This is an optimization exercise on Yosys and OpenROAD, whose aim is small area, a short achievable clock period and few clock cycles, not a production implementation.
Function was checked by simulation only, so behaviour that the tests miss may differ from the original.
Power figures rest on the tool's default switching activity, not on a simulated workload.

==> run P <==
// matmul_top
module matmul_top
#(
    parameter  int BLOCK   = 4,
    parameter  int INNER   = 4,
    parameter  int A_ROWS  = 8,      
    parameter  int B_COLS  = 8,      
    localparam int A_DEPTH = (A_ROWS / BLOCK) * INNER,
    localparam int B_DEPTH = (B_COLS / BLOCK) * INNER,
    localparam int A_AW    = (A_DEPTH > 1) ? $clog2(A_DEPTH) : 1,
    localparam int B_AW    = (B_DEPTH > 1) ? $clog2(B_DEPTH) : 1,
    localparam int R_AW    = (A_ROWS * B_COLS > 1) ? $clog2(A_ROWS * B_COLS) : 1
) (
    input  logic              clk,
    input  logic              rst_n,
    input  logic              a_we,
    input  logic [A_AW-1:0]   a_addr,      
    input  logic [BLOCK-1:0][ELEM_W-1:0]  a_data,
    input  logic              b_we,
    input  logic [B_AW-1:0]   b_addr,      
    input  logic [BLOCK-1:0][ELEM_W-1:0]  b_data,
    input  logic              start,
    output logic              busy,
    output logic              done,
    input  logic [R_AW-1:0]   res_addr,
    output logic signed [ELEM_W-1:0]             res_data
);
==> flow/config.mk <==
export PLATFORM = sky130hd
export DESIGN_NAME = matmul_top
export DESIGN_NICKNAME = matmul_top
export VERILOG_FILES = /design/flow/design.v
export SDC_FILE = /design/flow/constraint.sdc
export NUM_CORES = 4
export LEC_CHECK = 0
export ABC_CLOCK_PERIOD_IN_PS = 5000
export CAP_MARGIN = 20
export CORE_MARGIN = 2
export CORE_UTILIZATION = 40
export SETUP_SLACK_MARGIN = 4.5
export SLEW_MARGIN = 20
==> flow/constraint.sdc <==
create_clock -name core_clock -period 10.0 [get_ports {clk}]
set_input_delay 2.0000 -clock core_clock [delete_from_list [all_inputs] [get_ports {clk}]]
set_output_delay 2.0000 -clock core_clock [all_outputs]
set_load 0.01 [all_outputs]
run.sh (not shown) runs the stock make flow with config.mk's settings and CLKGATE_MAP_FILE= SYNTH_SCRIPT=/design/flow/synth_recipe.tcl, a recipe that flattens the netlist after the stock synthesis.
==> inputs of run M, as changes to run P <==
--- a/flow/config.mk
+++ b/flow/config.mk
@@ -7,6 +7,6 @@
 export LEC_CHECK = 0
-export ABC_CLOCK_PERIOD_IN_PS = 5000
 export CAP_MARGIN = 20
 export CORE_MARGIN = 2
-export CORE_UTILIZATION = 40
+export CORE_UTILIZATION = 55
+export CTS_CLUSTER_SIZE = 30
 export SETUP_SLACK_MARGIN = 4.5
==> results.json <==
{
  "floorplan.die.width_um": 442,
  "grt_max_degree": 154,
  "grt_usage_pct": 36.9,
  "antennaDiodeCount": 8,
  "power.internal_mw": 25.2,
  "dieArea_um2": 195000,
  "outcome": "finished clean",
  "net-switching-power_mw": 17.9
}
-- figures above: run M

==> results.json <==
{
  "outcome": "finished clean",
  "grt_max_degree": 177,
  "power.internal_mw": 25.5,
  "antennaDiodeCount": 10,
  "net-switching-power_mw": 18.1,
  "dieArea_um2": 267000,
  "grt_usage_pct": 27.6,
  "floorplan.die.width_um": 517
}
-- figures above: run P

Testbench counts of run P, summed over its fixed seeds: cycles 4,296.
Testbench counts of run M, summed over its fixed seeds: cycles 4,296.


==> inputs of tundra <==
matmul_top, a different RTL version from the one above (not shown whole).
Settings: LEC_CHECK=0, CAP_MARGIN=20, CORE_MARGIN=2, CORE_UTILIZATION=60, CTS_CLUSTER_SIZE=30, SETUP_SLACK_MARGIN=3.6, SLEW_MARGIN=20, SYNTH_HIERARCHICAL=1; clock period 10.0 ns.
==> nickel: changes against tundra <==
- CORE_UTILIZATION: 60 -> 70
- SETUP_SLACK_MARGIN: 3.6 -> 3.45
==> juniper: changes against tundra <==
- CORE_UTILIZATION: 60 -> 55
- SETUP_SLACK_MARGIN: 3.6 -> 3.2
==> indigo: changes against tundra <==
- CORE_UTILIZATION: 60 -> 65
- SETUP_SLACK_MARGIN: 3.6 -> 3.2
==> summary.txt <==
Run status: juniper timing/DRC/antenna clean; indigo timing/DRC/antenna clean; nickel timing/DRC/antenna clean; tundra timing/DRC/antenna clean
Crit path arrival time: juniper 4790 ps; indigo 7470 ps; nickel 4950 ps; tundra 4810 ps
Num CTS Buffers: juniper 206; indigo 201; nickel 197; tundra 204
Storage element area: juniper 0.0640 sq mm; indigo 0.0640 sq mm; nickel 0.0640 sq mm; tundra 0.0640 sq mm
Area taken by multi-input logic gates: juniper 0.0334 sq mm; indigo 0.0335 sq mm; nickel 0.0341 sq mm; tundra 0.0344 sq mm
Final Instance Area: juniper 0.111 sq mm; indigo 0.110 sq mm; nickel 0.112 sq mm; tundra 0.112 sq mm
Startpoint Class: juniper flip-flop; indigo input port; nickel flip-flop; tundra flip-flop
Global routing usage summed across all routing layers: juniper 26.7%; indigo 32.4%; nickel 39.1%; tundra 30.1%
Comb. pwr: juniper 0.0202 W; indigo 0.0203 W; nickel 0.0212 W; tundra 0.0207 W
Maximum net fanout on the critical path: juniper 7; indigo 29; nickel 7; tundra 5
Met1 track utilization from global routing: juniper 39.6%; indigo 46.9%; nickel 54.2%; tundra 44.3%
Worst clock skew: juniper 94.4 ps; indigo 71.3 ps; nickel 104 ps; tundra 43.1 ps
Post-CTS resize count: juniper 154; indigo 158; nickel 235; tundra 285
Reg2reg path depth: juniper 11; indigo 11; nickel 10; tundra 12
Net switching power: juniper 0.0148 W; indigo 0.0149 W; nickel 0.0159 W; tundra 0.0150 W
VDD IR-drop max: juniper 0.000507 V; indigo 0.000529 V; nickel 0.000484 V; tundra 0.000411 V
Final Total Pwr: juniper 0.0391 W; indigo 0.0391 W; nickel 0.0403 W; tundra 0.0394 W
Count of fill cells added during filler insertion: juniper 13.1k; indigo 9146; nickel 7167; tundra 10.9k
Met2 Routed Length: juniper 112000 um; indigo 116000 um; nickel 136000 um; tundra 117000 um
Testbench counts of tundra, summed over its fixed seeds: cycles 4,296.
Testbench counts of nickel, summed over its fixed seeds: cycles 4,296.
Testbench counts of juniper, summed over its fixed seeds: cycles 4,296.
Testbench counts of indigo, summed over its fixed seeds: cycles 4,296.

what the ideal ports hide:
The results above use ideal ports. As a check the final layouts listed here were re-extracted and re-timed, cells and wires unchanged. Step 1 sets driving cells, clkbuf_16 on the clock port and buf_2 on the other inputs (assumed; they add their load-dependent delay and slew). Step 2 also shifts input and output timing later by t, the mid clock arrival at the registers, as if the neighbouring blocks saw the same clock. Three values: no drivers, after step 1, after step 2; two values: the first two.
run | t, ns | setup slack, ns | worst register clock-pin slew, ns
run P | 0.947 | 3.196 / 3.103 / 2.163 | 0.07 / 0.07
run M | 0.927 | 3.281 / 3.053 / 2.126 | 0.07 / 0.07
tundra | 0.938 | 3.187 / 3.104 / 2.387 | 0.07 / 0.07
nickel | 0.926 | 3.048 / 2.954 / 2.312 | 0.10 / 0.10
juniper | 0.913 | 3.211 / 3.125 / 2.285 | 0.07 / 0.07
indigo | 0.918 | 3.205 / 3.121 / 2.249 | 0.07 / 0.07
After both steps every run listed still meets setup and hold. For run M, which loses most, drivers alone change the setup slack by -0.228 ns; drivers and shift together by -1.155 ns.
